From an optimization exercise on the open Yosys and OpenROAD flow, aimed at small area and a short achievable clock period; shortcuts taken in it are not production practice. At most, simulation tests tie the RTL to the original design; equivalence was not proved. No activity file was given, so power comes from the tool's default toggle rates.

// dma_iface_top
module dma_iface_top (
   input  logic        pcie_clk,
   input  logic        rst_n,
   input  logic [1:0]  host_wr_if_sel,
   input  logic [3:0]  host_wr_mem_sel,
   input  logic [9:0]  host_wr_hi_addr,
   input  logic [31:0] host_wr_hi_data,
   input  logic [3:0]  host_wr_hi_mask,
   input  logic        host_wr_hi_en,
   input  logic [9:0]  host_wr_lo_addr,
   input  logic [31:0] host_wr_lo_data,
   input  logic [3:0]  host_wr_lo_mask,
   input  logic        host_wr_lo_en,
   input  logic [1:0]  host_rd_if_sel,
   input  logic [3:0]  host_rd_mem_sel,
   input  logic [9:0]  host_rd_addr_hi,
   input  logic        host_rd_en_hi,
   input  logic [9:0]  host_rd_addr_lo,
   input  logic        host_rd_en_lo,
   output logic [31:0] host_rd_data_hi,
   output logic [31:0] host_rd_data_lo,
   input  logic [2:0]  max_payload_size,
   input  logic [2:0]  max_read_req_size,
   output logic        iface_rdy,
   output logic [63:0] tx_dsc_mask,
   output logic [63:0] rx_dsc_mask,
   output logic [15:0] rx_byte_wait,
   input  logic [3:0]  dsc_rd_addr,
   input  logic        dsc_rd_en,
   output logic [63:0] dsc_rd_data,
   output logic        dsc_rd_valid,
   input  logic [3:0]  dsc_clr_addr,
   input  logic        dsc_clr_en
);
   localparam logic [31:0] NO_DATA = 32'hdeadbeef;
   logic [3:0] rst_cnt;
   logic       soft_reset;
   logic       restart;
   logic       rdy_o, rdy_w, rdy_c;
   assign restart = !rst_n || soft_reset;
   always_ff @(posedge pcie_clk) begin
      if (restart) begin
         rst_cnt <= 4'd0;
      end else if (!rdy_c) begin
         rst_cnt <= rst_cnt + 4'd1;
      end
   end
   always_ff @(posedge pcie_clk) begin
      rdy_o <= !restart && (rdy_o || rst_cnt == 4'hf);
      rdy_w <= !restart && (rdy_w || rst_cnt == 4'hf);
      rdy_c <= !restart && (rdy_c || rst_cnt == 4'hf);
   end
   assign iface_rdy = rdy_o;
   logic wr_ok, wr_cfg, wr_dsc, rd_cfg;
   assign wr_ok  = rdy_w && (host_wr_if_sel == 2'd0);
   assign wr_cfg = wr_ok && (host_wr_mem_sel == 4'd0);
   assign wr_dsc = wr_ok && (host_wr_mem_sel == 4'd1);
   assign rd_cfg = (host_rd_if_sel == 2'd0) && (host_rd_mem_sel == 4'd0);
   logic cfg_hi_en, cfg_lo_en;
   assign cfg_hi_en = wr_cfg && host_wr_hi_en;
   assign cfg_lo_en = wr_cfg && host_wr_lo_en;
  ...
clock: 4.0 ns
lec_check: 0
cap_margin: 20
core_margin: 2
core_utilization: 40
cts_cluster_diameter: 60
cts_cluster_size: 24
setup_slack_margin: 1.9
slew_margin: 20
synth_hierarchical: 1
standard.sh (not shown) runs the stock make flow with config.mk's settings and CLKGATE_MAP_FILE= SYNTH_SCRIPT=/design/flow/synth_recipe.tcl, a recipe that flattens the netlist after the stock synthesis.
==> flow/flow/run.sh <==
#!/bin/bash
# standard synthesis, then the standard layout with plain buffers on the ports
set -euo pipefail
bash standard.sh synth > synth.log 2>&1
bash standard.sh "BUFFER_PORTS_ARGS=-buffer_cell sky130_fd_sc_hd__buf_2" finish > layout.log 2>&1
==> next run, changes <==
--- a/flow/config.mk
+++ b/flow/config.mk
@@ -10 +10 @@
-export CORE_UTILIZATION = 40
+export CORE_UTILIZATION = 50
@@ -12,0 +13 @@
+export PLACE_DENSITY = 0.65
What happened: The new run ran to the end with no violations; final area goes down by 1.2%; cell count is lower by 6.5%; worst hold slack improved by 0.0087 ns; worst setup slack gains 0.032 ns; core utilization grows by 11 points; non-clock buffer count is unchanged; wire length fell by 5.3%; via count barely changes.
Function was not checked in any run of this note: the RTL went through the layout flow alone.

========
Setup of run A:
dma_iface_top, a different RTL version from the one above (not shown whole).
Size: roughly 3,400 cells after synthesis, about 1,300 flip-flops, ~420 I/O pins.
Settings: LEC_CHECK=0, CAP_MARGIN=20, CORE_MARGIN=2, CORE_UTILIZATION=40, SLEW_MARGIN=20; clock period 4.0 ns.
run.sh (not shown) runs the stock make flow with config.mk's settings and CLKGATE_MAP_FILE= SYNTH_SCRIPT=/design/flow/synth_recipe.tcl, a recipe that flattens the netlist after the stock synthesis.
Stock flow here: none of the scripts above is used.
## Diff of input files: run B against run A
Settings: SETUP_SLACK_MARGIN: unset -> 1.9.
[summary]
Looking at the reports, run B completed the entire flow and the layout it produced met the timing, design-rule and antenna checks.
As far as simple-gate share of the synthesized area goes, run A and run B are indistinguishable; the numbers are identical.
Logic depth of the worst path, buffers included ends up lower on run A.
~same clock latency on the worst-skew pair in run A and run B
Routed wire in run B totals more than in run A.
From run A to run B the numbers moved as follows: number of instances resized during post-cts repair shows an increase of 1,443, non-clock buffer count shows an increase of 2.3%, transition time of the tightest slew-check pin shows an increase of 0.048 ns, fraction of area in registers shows a reduction of 0.53 points.
Comparing run B against run A, there is no change at all in remaining routing DRC violations.
Run B vs. run A: proportion of power drawn by combinational gates now sits at about the same level; vias per cell now sits higher.
Relative to run B, the following input files were edited for run C:
==> flow/flow/run.sh (new file) <==
#!/bin/bash
# standard synthesis, then the standard layout with plain buffers on the ports
set -euo pipefail
bash standard.sh synth > synth.log 2>&1
bash standard.sh "BUFFER_PORTS_ARGS=-buffer_cell sky130_fd_sc_hd__buf_1" finish > layout.log 2>&1
==> flow/standard.sh (new file) <==
#!/bin/bash
# synth_recipe.tcl (not shown) runs the flow's synth.tcl, then flattens the netlist and writes it again
# the make line also repeats each setting of config.mk as NAME=value (left out here)
make -C /OpenROAD-flow-scripts/flow DESIGN_CONFIG=/design/flow/config.mk WORK_HOME=/design/flow/orfs CLKGATE_MAP_FILE= SYNTH_SCRIPT=/design/flow/synth_recipe.tcl "${@:-finish}"
removed: flow/run.sh
--- outcome ---
Run C vs. run B: largest net degree at the start of global routing lower; share of the core filled with cells lower.
Summary of run C over run B: number of cells produced by synthesis stayed essentially flat; minimum period implied by the final worst setup slack higher; switching power of the nets decreased by 0.091 mW relative to the old numbers; detailed-router iteration count before antenna repair has decreased; global placement routability congestion higher.
From run B to run C the numbers moved as follows: area overhead of the layout relative to synthesis shrank by 3.1 points, global-route usage went down by 0.57 points, setup slack after layout shows a reduction of 0.038 ns.
In terms of wire length, run C and run B differ only marginally.
Input changes introduced in run D (baseline for comparison: run C):
-- flow/flow/run.sh --
<<< run C, line 5
bash standard.sh "BUFFER_PORTS_ARGS=-buffer_cell sky130_fd_sc_hd__buf_1" finish > layout.log 2>&1
>>> run D, line 5
bash standard.sh "BUFFER_PORTS_ARGS=-buffer_cell sky130_fd_sc_hd__buf_2" finish > layout.log 2>&1
[summary]
On die area, run D tracks run C almost exactly. Cmp run D vs run C: signal arrival time at the worst endpoint lower in run D. Run C has a lower maximum frequency from static timing analysis than run D. Run D vs. run C: cell count down 44; global-route wire length before repair neither gained nor lost much; reg-to-reg setup timing slack went up; overall track demand over capacity in global routing now smaller; cell area decreased about 0.66%. Worst setup slack: higher on run D.

========
dma_iface_top, a different RTL version from the one above (not shown whole).
Size in the first run: about 3100 cells after synthesis, about 1300 flip-flops, roughly 420 I/O pins, about 48000 µm² of cells after synthesis.
// dma_iface_top
module dma_iface_top (
   input  logic        pcie_clk,
   input  logic        rst_n,
   input  logic [1:0]  host_wr_if_sel,
   input  logic [3:0]  host_wr_mem_sel,
   input  logic [9:0]  host_wr_hi_addr,
   input  logic [31:0] host_wr_hi_data,
   input  logic [3:0]  host_wr_hi_mask,
   input  logic        host_wr_hi_en,
   input  logic [9:0]  host_wr_lo_addr,
   input  logic [31:0] host_wr_lo_data,
   input  logic [3:0]  host_wr_lo_mask,
   input  logic        host_wr_lo_en,
   input  logic [1:0]  host_rd_if_sel,
   input  logic [3:0]  host_rd_mem_sel,
   input  logic [9:0]  host_rd_addr_hi,
   input  logic        host_rd_en_hi,
   input  logic [9:0]  host_rd_addr_lo,
   input  logic        host_rd_en_lo,
   output logic [31:0] host_rd_data_hi,
   output logic [31:0] host_rd_data_lo,
   input  logic [2:0]  max_payload_size,
   input  logic [2:0]  max_read_req_size,
   output logic        iface_rdy,
   output logic [63:0] tx_dsc_mask,
   output logic [63:0] rx_dsc_mask,
   output logic [15:0] rx_byte_wait,
   input  logic [3:0]  dsc_rd_addr,
   input  logic        dsc_rd_en,
   output logic [63:0] dsc_rd_data,
   output logic        dsc_rd_valid,
   input  logic [3:0]  dsc_clr_addr,
   input  logic        dsc_clr_en
);
Settings: LEC_CHECK=0, CAP_MARGIN=20, CORE_MARGIN=2, CORE_UTILIZATION=50, CTS_CLUSTER_DIAMETER=60, CTS_CLUSTER_SIZE=24, PLACE_DENSITY=0.65, SETUP_SLACK_MARGIN=1.9, SLEW_MARGIN=50, SYNTH_HIERARCHICAL=1; clock period 4.0 ns.
standard.sh (not shown) runs the stock make flow with config.mk's settings and CLKGATE_MAP_FILE= SYNTH_SCRIPT=/design/flow/synth_recipe.tcl, a recipe that flattens the netlist after the stock synthesis.
==> flow/flow/run.sh <==
#!/bin/bash
# standard synthesis, then the standard layout with plain buffers on the ports
# and a clock tree without dummy balancing loads
set -euo pipefail
bash standard.sh synth > synth.log 2>&1
bash standard.sh "BUFFER_PORTS_ARGS=-buffer_cell sky130_fd_sc_hd__buf_2" \
   "CTS_ARGS=-sink_clustering_enable -repair_clock_nets -sink_clustering_size 24 -sink_clustering_max_diameter 60 -dont_use_dummy_load -buf_list {sky130_fd_sc_hd__clkbuf_4 sky130_fd_sc_hd__clkbuf_8 sky130_fd_sc_hd__clkbuf_16}" \
   "REMOVE_ABC_BUFFERS=1" finish > layout.log 2>&1
The first run passed the timing, design-rule and antenna checks.
Edit:
==> flow/flow/run.sh (replaced) <==
#!/bin/bash
# standard synthesis, then the standard layout with plain buffers on the ports
set -euo pipefail
bash standard.sh synth > synth.log 2>&1
bash standard.sh "BUFFER_PORTS_ARGS=-buffer_cell sky130_fd_sc_hd__buf_2" finish > layout.log 2>&1
--- a/flow/config.mk
+++ b/flow/config.mk
@@ -14,3 +14,3 @@
 export SETUP_SLACK_MARGIN = 1.9
-export SLEW_MARGIN = 50
+export SLEW_MARGIN = 20
 export SYNTH_HIERARCHICAL = 1
Effect: Worst hold slack got worse by 0.025 ns; sequential power barely changes; synthesized area does not change; die area stays the same; count of clock-buffer cells in the layout increases by 7; flip-flop and latch count does not change; wire length decreases by a few percent; non-clock buffer count decreases by 34; cell count increases slightly; setup slack got worse by 0.017 ns; final area increases slightly.
Edit:
==> flow/flow/run.sh (replaced) <==
#!/bin/bash
# standard synthesis, then the standard layout with plain buffers on the ports
# and a clock tree without dummy balancing loads
set -euo pipefail
bash standard.sh synth > synth.log 2>&1
bash standard.sh "BUFFER_PORTS_ARGS=-buffer_cell sky130_fd_sc_hd__buf_2" \
   "CTS_ARGS=-sink_clustering_enable -repair_clock_nets -sink_clustering_size 24 -sink_clustering_max_diameter 60 -dont_use_dummy_load" \
   "REMOVE_ABC_BUFFERS=1" finish > layout.log 2>&1
After rerunning:
- routed wire length rose by about 1.6%
- count of clock-buffer cells in the layout came out lower by 6
- global-route usage is higher by 0.72 points
- first-iteration DRC count shrinks by 1.9%
- total power decreases by about 5%
Edit:
--- a/flow/config.mk
+++ b/flow/config.mk
@@ -14,3 +14,3 @@
 export SETUP_SLACK_MARGIN = 1.9
-export SLEW_MARGIN = 20
+export SLEW_MARGIN = 50
 export SYNTH_HIERARCHICAL = 1
Result: Non-clock buffer count goes up by 12; wire length rose by 1.0%; setup slack is worse by 0.0038 ns; sequential cell count does not change; final area stays flat; register-to-register slack gets worse by 0.07 ns; combinational power is about the same; final cell count barely changes; synthesized cell count does not change; utilization is about the same; die area is unchanged.

port drivers added, routing unchanged:
No port has a modelled driver above. Below, the same layouts with a new extraction and two added sets of constraints.
Step 1 sets driving cells, clkbuf_16 on the clock port and buf_2 on the other inputs (assumed; they add their load-dependent delay and slew).
Step 2 moves the port delays by t, midway between the first and last clock arrival at a register: inputs arrive t later, outputs are due t later. That takes back most of the time a late clock gives input paths.
Three values: no drivers, after step 1, after step 2; two values: the first two.
run	t, ns	setup WS [ns]	worst setup path after step 2	worst data-port slew with drivers (ns)
the first run of note 1	0.728	1.889 / 1.803 / 1.075	input to register	0.19
the second run of note 1	0.734	1.921 / 1.850 / 1.196	input to register	0.09
run A	0.816	0.749 / 0.671 / 0.163	input to register	0.24
run B	0.825	1.706 / 1.709 / 0.932	input to register	0.08
run C	0.818	1.667 / 1.587 / 1.103	input to register	0.08
run D	0.814	1.721 / 1.645 / 1.137	input to register	0.08
the first run of note 3	0.729	1.870 / 1.832 / 1.182	input to register	0.12
the second run of note 3	0.736	1.853 / 1.855 / 1.131	input to register	0.12
the third run of note 3	0.728	1.874 / 1.841 / 1.187	input to register	0.12
the fourth run of note 3	0.729	1.870 / 1.832 / 1.182	input to register	0.12
After both steps setup and hold are still met in every run listed. The setup slack of the first run of note 1, which loses most, moves by -0.086 ns with the drivers and by -0.814 ns with both steps.
